Background: an optimization exercise with open tools, aiming at small area. Do not read the settings as production practice.
Function was checked by simulation only, so behaviour that the tests miss may differ from the original. No driver is modelled on the clock port, so clocking that relies on it looks cheaper here than on a real chip.

== job 101 ==
==> flow/design.v <==
package band_pkg;
  localparam int DEFAULT_FREQ_W    = 32;
  localparam int DEFAULT_NUM_BANDS = 8;
endpackage
module band_gt2 (
  input  logic [1:0] a,
  input  logic [1:0] nb,
  input  logic       c,
  output logic       y
);
  logic t;
  assign t = (a[0] & nb[0]) | (a[0] & c) | (nb[0] & c);
  assign y = (a[1] & nb[1]) | (a[1] & t) | (nb[1] & t);
endmodule
module band_gt2_first #(
  parameter bit CI = 1'b0
) (
  input  logic [1:0] a,
  input  logic [1:0] nb,
  output logic       y
);
  logic t;
  assign t = CI ? (a[0] | nb[0]) : (a[0] & nb[0]);
  assign y = (a[1] & nb[1]) | (a[1] & t) | (nb[1] & t);
endmodule
module band_gt #(
  parameter int W  = 32,
  parameter bit GE = 1'b0
) (
  input  logic [W-1:0] a,
  input  logic [W-1:0] nb,
  output logic         gt
);
  logic [W/2:1] c;
  band_gt2_first #(.CI(GE)) u_first (.a(a[1:0]), .nb(nb[1:0]), .y(c[1]));
  for (genvar i = 1; i < W / 2; i++) begin : g_stage
    band_gt2 u_stage (.a(a[2*i+1:2*i]), .nb(nb[2*i+1:2*i]), .c(c[i]), .y(c[i+1]));
  end
  assign gt = c[W/2];
endmodule
module band_mux #(
  parameter int N = 7
) (
  input  logic [N-1:0] d,
  input  logic [N-1:0] s,
  output logic         y
);
  assign y = |(d & s);
endmodule
module band_add_bit #(
  parameter bit K = 1'b0
) (
  input  logic f,
  input  logic c,
  output logic s,
  output logic co
);
  assign s  = f ^ c ^ K;
  assign co = K ? (f | c) : (f & c);
endmodule
module band_inc_bit #(
  parameter bit K = 1'b0
) (
  input  logic x,
  input  logic p,
  input  logic c,
  output logic s,
  output logic pn
);
  if (K) begin : g_one
    assign pn = p | x;
    assign s  = ~(x ^ (c | p));
  end else begin : g_zero
    assign pn = p & x;
    assign s  = x ^ (c & p);
  end
endmodule
module band_add_const #(
  parameter int           W   = 32,
  parameter logic [W-1:0] K   = 1,
  parameter int           U   = W,
  localparam int          LSB = $clog2(K & -K),
  localparam bit          KU  = K[W-1]
) (
  input  logic [W-1:LSB] x,
  output logic [W-1:LSB] s,
  output logic           co
);
  logic [U:LSB+1] c;
  logic [W:U+1]   p;
  assign s[LSB]   = ~x[LSB];
  assign c[LSB+1] = x[LSB];
  for (genvar i = LSB + 1; i < U; i++) begin : g_bit
    band_add_bit #(.K(K[i])) u_bit (.f(x[i]), .c(c[i]), .s(s[i]), .co(c[i+1]));
  end
  assign s[U]   = x[U] ^ c[U] ^ KU;
  assign p[U+1] = x[U];
  for (genvar i = U + 1; i < W; i++) begin : g_run
    band_inc_bit #(.K(KU)) u_bit (.x(x[i]), .p(p[i]), .c(c[U]), .s(s[i]), .pn(p[i+1]));
  end
  assign co = KU ? (c[U] | p[W]) : (c[U] & p[W]);
endmodule
module band_dom #(
  parameter int W = 16
) (
  input  logic [W-1:0] a,
  input  logic [W-1:0] nb,
  output logic         p
);
  assign p = &(a | nb);
endmodule
module band_gt_split #(
  parameter int W  = 32,
  parameter int L  = 16,
  parameter bit GE = 1'b0
) (
  input  logic [W-1:0] a,
  input  logic [W-1:0] nb,
  output logic         gt
);
  logic c_lo, g_hi, p_hi;
  band_gt  #(.W(L), .GE(GE)) u_lo (.a(a[L-1:0]), .nb(nb[L-1:0]), .gt(c_lo));
  band_gt  #(.W(W - L))      u_hi (.a(a[W-1:L]), .nb(nb[W-1:L]), .gt(g_hi));
  band_dom #(.W(W - L))      u_p  (.a(a[W-1:L]), .nb(nb[W-1:L]), .p(p_hi));
  assign gt = g_hi | (p_hi & c_lo);
endmodule
module band_match
#(
  parameter int  FREQ_W    = 32,
  parameter int  NUM_BANDS = 8,
  parameter int  HYST_HZ   = 10000,
  parameter int  HIT_SPLIT = 24,
  localparam int IDX_W     = $clog2(NUM_BANDS)
) (
  input  logic [FREQ_W-1:0]                nfreq,
  input  logic [NUM_BANDS-1:1][FREQ_W-1:0] lo,
  input  logic [NUM_BANDS-1:1][FREQ_W-1:0] hi,
  input  logic [NUM_BANDS-1:1]             en,
  input  logic [IDX_W-1:0]                 cur_band,
  output logic [NUM_BANDS-1:1]             hit,
  output logic                             hyst
);
  localparam logic [FREQ_W-1:0] HYST  = FREQ_W'(HYST_HZ);
  localparam logic [FREQ_W-1:0] NHYST = -HYST;
  localparam int HLSB = $clog2(HYST & -HYST);
  localparam int HRUN = $clog2(HYST + 1);
  logic [NUM_BANDS-1:1] lo_gt, hi_gt;
  for (genvar k = 1; k < NUM_BANDS; k++) begin : g_band
    band_gt_split #(.W(FREQ_W), .L(HIT_SPLIT)) u_lo (.a(lo[k]), .nb(nfreq), .gt(lo_gt[k]));
    band_gt_split #(.W(FREQ_W), .L(HIT_SPLIT)) u_hi (.a(hi[k]), .nb(nfreq), .gt(hi_gt[k]));
    assign hit[k] = en[k] & ~lo_gt[k] & hi_gt[k];
  end
  logic [NUM_BANDS-1:1] cur_oh;
  logic [FREQ_W-1:0]    cur_lo, cur_hi;
  logic [FREQ_W-1:0]    nf_plus, nf_minus;
  logic                 plus_fits, f_lt_h, win_lo_gt, win_hi_gt;
  for (genvar k = 1; k < NUM_BANDS; k++) begin : g_cur
    assign cur_oh[k] = (cur_band == IDX_W'(k));
  end
  for (genvar i = 0; i < FREQ_W; i++) begin : g_mux
    logic [NUM_BANDS-1:1] lo_i, hi_i;
    for (genvar k = 1; k < NUM_BANDS; k++) begin : g_k
      assign lo_i[k] = lo[k][i];
      assign hi_i[k] = hi[k][i];
    end
    band_mux #(.N(NUM_BANDS - 1)) u_lo (.d(lo_i), .s(cur_oh), .y(cur_lo[i]));
    band_mux #(.N(NUM_BANDS - 1)) u_hi (.d(hi_i), .s(cur_oh), .y(cur_hi[i]));
  end
  assign nf_plus[HLSB-1:0]  = nfreq[HLSB-1:0];
  assign nf_minus[HLSB-1:0] = nfreq[HLSB-1:0];
  band_add_const #(.W(FREQ_W), .K(NHYST), .U(HRUN)) u_plus (
    .x(nfreq[FREQ_W-1:HLSB]), .s(nf_plus[FREQ_W-1:HLSB]), .co(plus_fits));
  band_add_const #(.W(FREQ_W), .K(HYST), .U(HRUN)) u_minus (
    .x(nfreq[FREQ_W-1:HLSB]), .s(nf_minus[FREQ_W-1:HLSB]), .co(f_lt_h));
  band_gt_split #(.W(FREQ_W)) u_win_lo (.a(cur_lo), .nb(nf_plus),  .gt(win_lo_gt));
  band_gt_split #(.W(FREQ_W)) u_win_hi (.a(cur_hi), .nb(nf_minus), .gt(win_hi_gt));
  assign hyst = |(en & cur_oh)
             && !(plus_fits && win_lo_gt)
             && (nfreq != '0)
             && (f_lt_h || win_hi_gt);
endmodule
module band_filter_sequencer
#(
  parameter int  FREQ_W        = 32,
  parameter int  NUM_BANDS     = 8,
  parameter int  BREAK_CYCLES  = 4,
  parameter int  SETTLE_CYCLES = 8,
  parameter int  HYST_HZ       = 10000,
  localparam int IDX_W         = $clog2(NUM_BANDS)
) (
  input  logic                 clock,
  input  logic                 reset,
  input  logic [FREQ_W-1:0]    frequency,
  input  logic                 freq_valid,
  input  logic                 tx,
  input  logic                 tbl_we,
  input  logic [IDX_W-1:0]     tbl_addr,
  input  logic [FREQ_W-1:0]    tbl_lo,
  input  logic [FREQ_W-1:0]    tbl_hi,
  input  logic                 tbl_en,
  output logic [NUM_BANDS-1:0] filt_sel,
  output logic                 mute,
  output logic                 busy
);
  localparam int SEQ_MAX = SETTLE_CYCLES + BREAK_CYCLES;
  localparam int SEQ_W   = $clog2(SEQ_MAX + 1);
  localparam logic [SEQ_W-1:0] SEQ_BRK  = SEQ_W'(SEQ_MAX);
  localparam logic [SEQ_W-1:0] SEQ_LAST = SEQ_W'(SETTLE_CYCLES + 1);
  logic [FREQ_W-1:0]                nfreq_q;    
  logic [NUM_BANDS-1:1][FREQ_W-1:0] lo_q, hi_q;
  logic [NUM_BANDS-1:1]             en_q;
  logic [IDX_W-1:0]                 cur_q;
  logic [SEQ_W-1:0]                 seq_q;
  logic                             in_break;
  logic [NUM_BANDS-1:1]             hit, hit_q;
  logic                             hyst;
  logic [IDX_W-1:0]                 hcur_q, prio, cand_q;
  band_match #(
    .FREQ_W    (FREQ_W),
    .NUM_BANDS (NUM_BANDS),
    .HYST_HZ   (HYST_HZ)
  ) u_match (
    .nfreq    (nfreq_q),
    .lo       (lo_q),
    .hi       (hi_q),
    .en       (en_q),
    .cur_band (cur_q),
    .hit      (hit),
    .hyst     (hyst)
  );
  always_comb begin
    prio = '0;
    for (int k = NUM_BANDS - 1; k >= 1; k--)
      if (hit_q[k]) prio = IDX_W'(k);
  end
  always_ff @(posedge clock) begin
    for (int k = 1; k < NUM_BANDS; k++) begin
      if (tbl_we && tbl_addr == IDX_W'(k)) begin
        lo_q[k] <= tbl_lo;
        hi_q[k] <= tbl_hi;
      end
    end
  end
  assign in_break = (seq_q > SEQ_W'(SETTLE_CYCLES));
  always_ff @(posedge clock) begin
    if (reset) begin
      nfreq_q <= '1;
      en_q    <= '0;
      cur_q   <= '0;
      seq_q   <= '0;
      hit_q   <= '0;
      hcur_q  <= '0;
      cand_q  <= '0;
    end else begin
      hit_q  <= tx ? '0 : hit;
      hcur_q <= (hyst && !tx) ? cur_q : '0;
      cand_q <= (hcur_q != '0) ? hcur_q : prio;
      if (freq_valid) nfreq_q <= ~frequency;
      for (int k = 1; k < NUM_BANDS; k++)
        if (tbl_we && tbl_addr == IDX_W'(k)) en_q[k] <= tbl_en;
      if (in_break) begin
        seq_q <= seq_q - SEQ_W'(1);
        if (seq_q == SEQ_LAST) cur_q <= cand_q;
      end else if (cand_q != cur_q) begin
        seq_q <= SEQ_BRK;
      end else if (seq_q != '0) begin
        seq_q <= seq_q - SEQ_W'(1);
      end
    end
  end
  assign filt_sel = in_break ? '0 : (NUM_BANDS'(1) << cur_q);
  assign mute     = (seq_q != '0);
  assign busy     = (seq_q != '0);
endmodule
==> flow/config.mk <==
export PLATFORM = sky130hd
export DESIGN_NAME = band_filter_sequencer
export DESIGN_NICKNAME = band_filter_sequencer
export VERILOG_FILES = /design/flow/design.v
export SDC_FILE = /design/flow/constraint.sdc
export NUM_CORES = 4
export LEC_CHECK = 0
export CAP_MARGIN = 20
export CORE_MARGIN = 2
export CORE_UTILIZATION = 40
export CTS_CLUSTER_DIAMETER = 150
export CTS_CLUSTER_SIZE = 25
export SLEW_MARGIN = 20
export SYNTH_HIERARCHICAL = 1
export SYNTH_MINIMUM_KEEP_SIZE = 0
==> flow/constraint.sdc <==
create_clock -name core_clock -period 6.5 [get_ports {clock}]
set_input_delay 1.3000 -clock core_clock [delete_from_list [all_inputs] [get_ports {clock}]]
set_output_delay 1.3000 -clock core_clock [all_outputs]
set_load 0.01 [all_outputs]
standard.sh (not shown) runs the stock make flow with config.mk's settings and CLKGATE_MAP_FILE= SYNTH_SCRIPT=/design/flow/synth_recipe.tcl, a recipe that flattens the netlist after the stock synthesis.
==> flow/flow/run.sh <==
#!/bin/bash
# The standard layout, with the port buffers made from the smallest buffer cell.
set -euo pipefail
bash standard.sh 'BUFFER_PORTS_ARGS=-buffer_cell sky130_fd_sc_hd__buf_1' finish > make_finish.log 2>&1
The inputs of job 102 differ from those of job 101 as listed below.
==> flow/run.sh (new file) <==
#!/bin/bash
# synth_recipe.tcl (not shown) runs the flow's synth.tcl, then flattens the netlist and writes it again
# the make line also repeats each setting of config.mk as NAME=value (left out here)
make -C /OpenROAD-flow-scripts/flow DESIGN_CONFIG=/design/flow/config.mk WORK_HOME=/design/flow/orfs CLKGATE_MAP_FILE= SYNTH_SCRIPT=/design/flow/synth_recipe.tcl finish
removed: flow/flow/run.sh
removed: flow/standard.sh
--- outcome ---
Job 102 does better than job 101 on worst setup slack before clock tree synthesis.
Of the two values seen for highest routed metal layer, met5 was produced by job 101 and met4 by job 102.
Across both runs, all-layer global routing usage was higher for job 102 than for job 101.
Number of non-clock buffers: job 102 < job 101
Edits applied to the flow inputs when going from job 102 to job 103:
==> flow/flow/run.sh (new file) <==
#!/bin/bash
# The standard layout, with the port buffers made from the smallest buffer cell and a clock
# tree of larger sink clusters without dummy balancing loads.
set -euo pipefail
bash standard.sh \
  'BUFFER_PORTS_ARGS=-buffer_cell sky130_fd_sc_hd__buf_1' \
  'CTS_ARGS=-sink_clustering_enable -repair_clock_nets -sink_clustering_size 30 -sink_clustering_max_diameter 150 -dont_use_dummy_load' \
  finish > make_finish.log 2>&1
==> flow/standard.sh (new file) <==
#!/bin/bash
# synth_recipe.tcl (not shown) runs the flow's synth.tcl, then flattens the netlist and writes it again
# the make line also repeats each setting of config.mk as NAME=value (left out here)
make -C /OpenROAD-flow-scripts/flow DESIGN_CONFIG=/design/flow/config.mk WORK_HOME=/design/flow/orfs CLKGATE_MAP_FILE= SYNTH_SCRIPT=/design/flow/synth_recipe.tcl "${@:-finish}"
diff --git a/flow/config.mk b/flow/config.mk
--- a/flow/config.mk
+++ b/flow/config.mk
@@ -11,2 +10,0 @@
-export CTS_CLUSTER_DIAMETER = 150
-export CTS_CLUSTER_SIZE = 25
removed: flow/run.sh
### Flow results
- Clock-buffer cell count for job 103: about 53% down relative to job 102
- Job 103 ends up with a portion of the layout cell area used by clock cells that is 0.70 points lower than in job 102.
- Status: post-synthesis share of cell area spent on and, or, nand and nor gates parity (job 102, job 103)
#### Input delta (job 104 over job 103)
diff --git a/flow/config.mk b/flow/config.mk
--- a/flow/config.mk
+++ b/flow/config.mk
@@ -8 +8 @@
-export CAP_MARGIN = 20
+export CAP_MARGIN = 5
@@ -10,2 +10,3 @@
-export CORE_UTILIZATION = 40
-export SLEW_MARGIN = 20
+export CORE_UTILIZATION = 55
+export PLACE_DENSITY = 0.7
+export SLEW_MARGIN = 5
--- outcome ---
Job 103 was carried through to the last stage, and its layout satisfied the timing, design-rule and antenna checks.
Job 104 completed end to end with timing, DRC and antenna clean.
Cell area after layout: job 104 lower than job 103
Job 104 vs. job 103: antenna diode count shows an increase of 2; core utilization shows an increase of 16 points; die height shows a reduction of 14%.
The inputs of job 105 differ from those of job 104 as listed below.
==> flow/run.sh (new file) <==
#!/bin/bash
# synth_recipe.tcl (not shown) runs the flow's synth.tcl, then flattens the netlist and writes it again
# the make line also repeats each setting of config.mk as NAME=value (left out here)
make -C /OpenROAD-flow-scripts/flow DESIGN_CONFIG=/design/flow/config.mk WORK_HOME=/design/flow/orfs CLKGATE_MAP_FILE= SYNTH_SCRIPT=/design/flow/synth_recipe.tcl finish
diff --git a/flow/config.mk b/flow/config.mk
--- a/flow/config.mk
+++ b/flow/config.mk
@@ -8 +8 @@
-export CAP_MARGIN = 5
+export CAP_MARGIN = 20
@@ -10,3 +10,2 @@
-export CORE_UTILIZATION = 55
-export PLACE_DENSITY = 0.7
-export SLEW_MARGIN = 5
+export CORE_UTILIZATION = 40
+export SLEW_MARGIN = 20
removed: flow/flow/run.sh
removed: flow/standard.sh
Findings:
The lower share of the clock period used by the worst path after layout of job 104 and job 105 is in job 105. As far as synthesized-area fraction occupied by ao, oa, aoi and oai cells goes, job 105 and job 104 are indistinguishable; the numbers are identical. Summary — all-layer global routing usage, job 105 relative to job 104: lower, by 6.8 points. Number of buffers inserted during clock tree synthesis (job 104 / job 105): 0.35.

[re-timing with driven ports]
No port has a modelled driver above. Below, the same layouts with a new extraction and two added sets of constraints.
Step 1 assumes that a clkbuf_16 drives the clock port and a buf_2 every other input.
Step 2 times the ports against the registers' clock, not the clock port: input delays grow and output delays shrink by t, the midpoint of the rising clock arrivals with the driver on.
Three values: no drivers, after step 1, after step 2; two values: the first two.
run	shift t [ns]	setup WS [ns]	worst setup path at the end	clock arrival spread, ns	cell pins on the clock port's net
job 101	0.647	0.435 / 0.435 / 0.435	register to register	0.048 / 0.049	1
job 102	0.639	0.639 / 0.639 / 0.639	register to register	0.030 / 0.030	1
job 103	0.622	0.357 / 0.357 / 0.357	register to register	0.033 / 0.034	1
job 104	0.621	0.382 / 0.382 / 0.382	register to register	0.034 / 0.035	1
job 105	0.683	0.643 / 0.643 / 0.643	register to register	0.032 / 0.032	1
After both steps setup and hold are still met in every run listed.
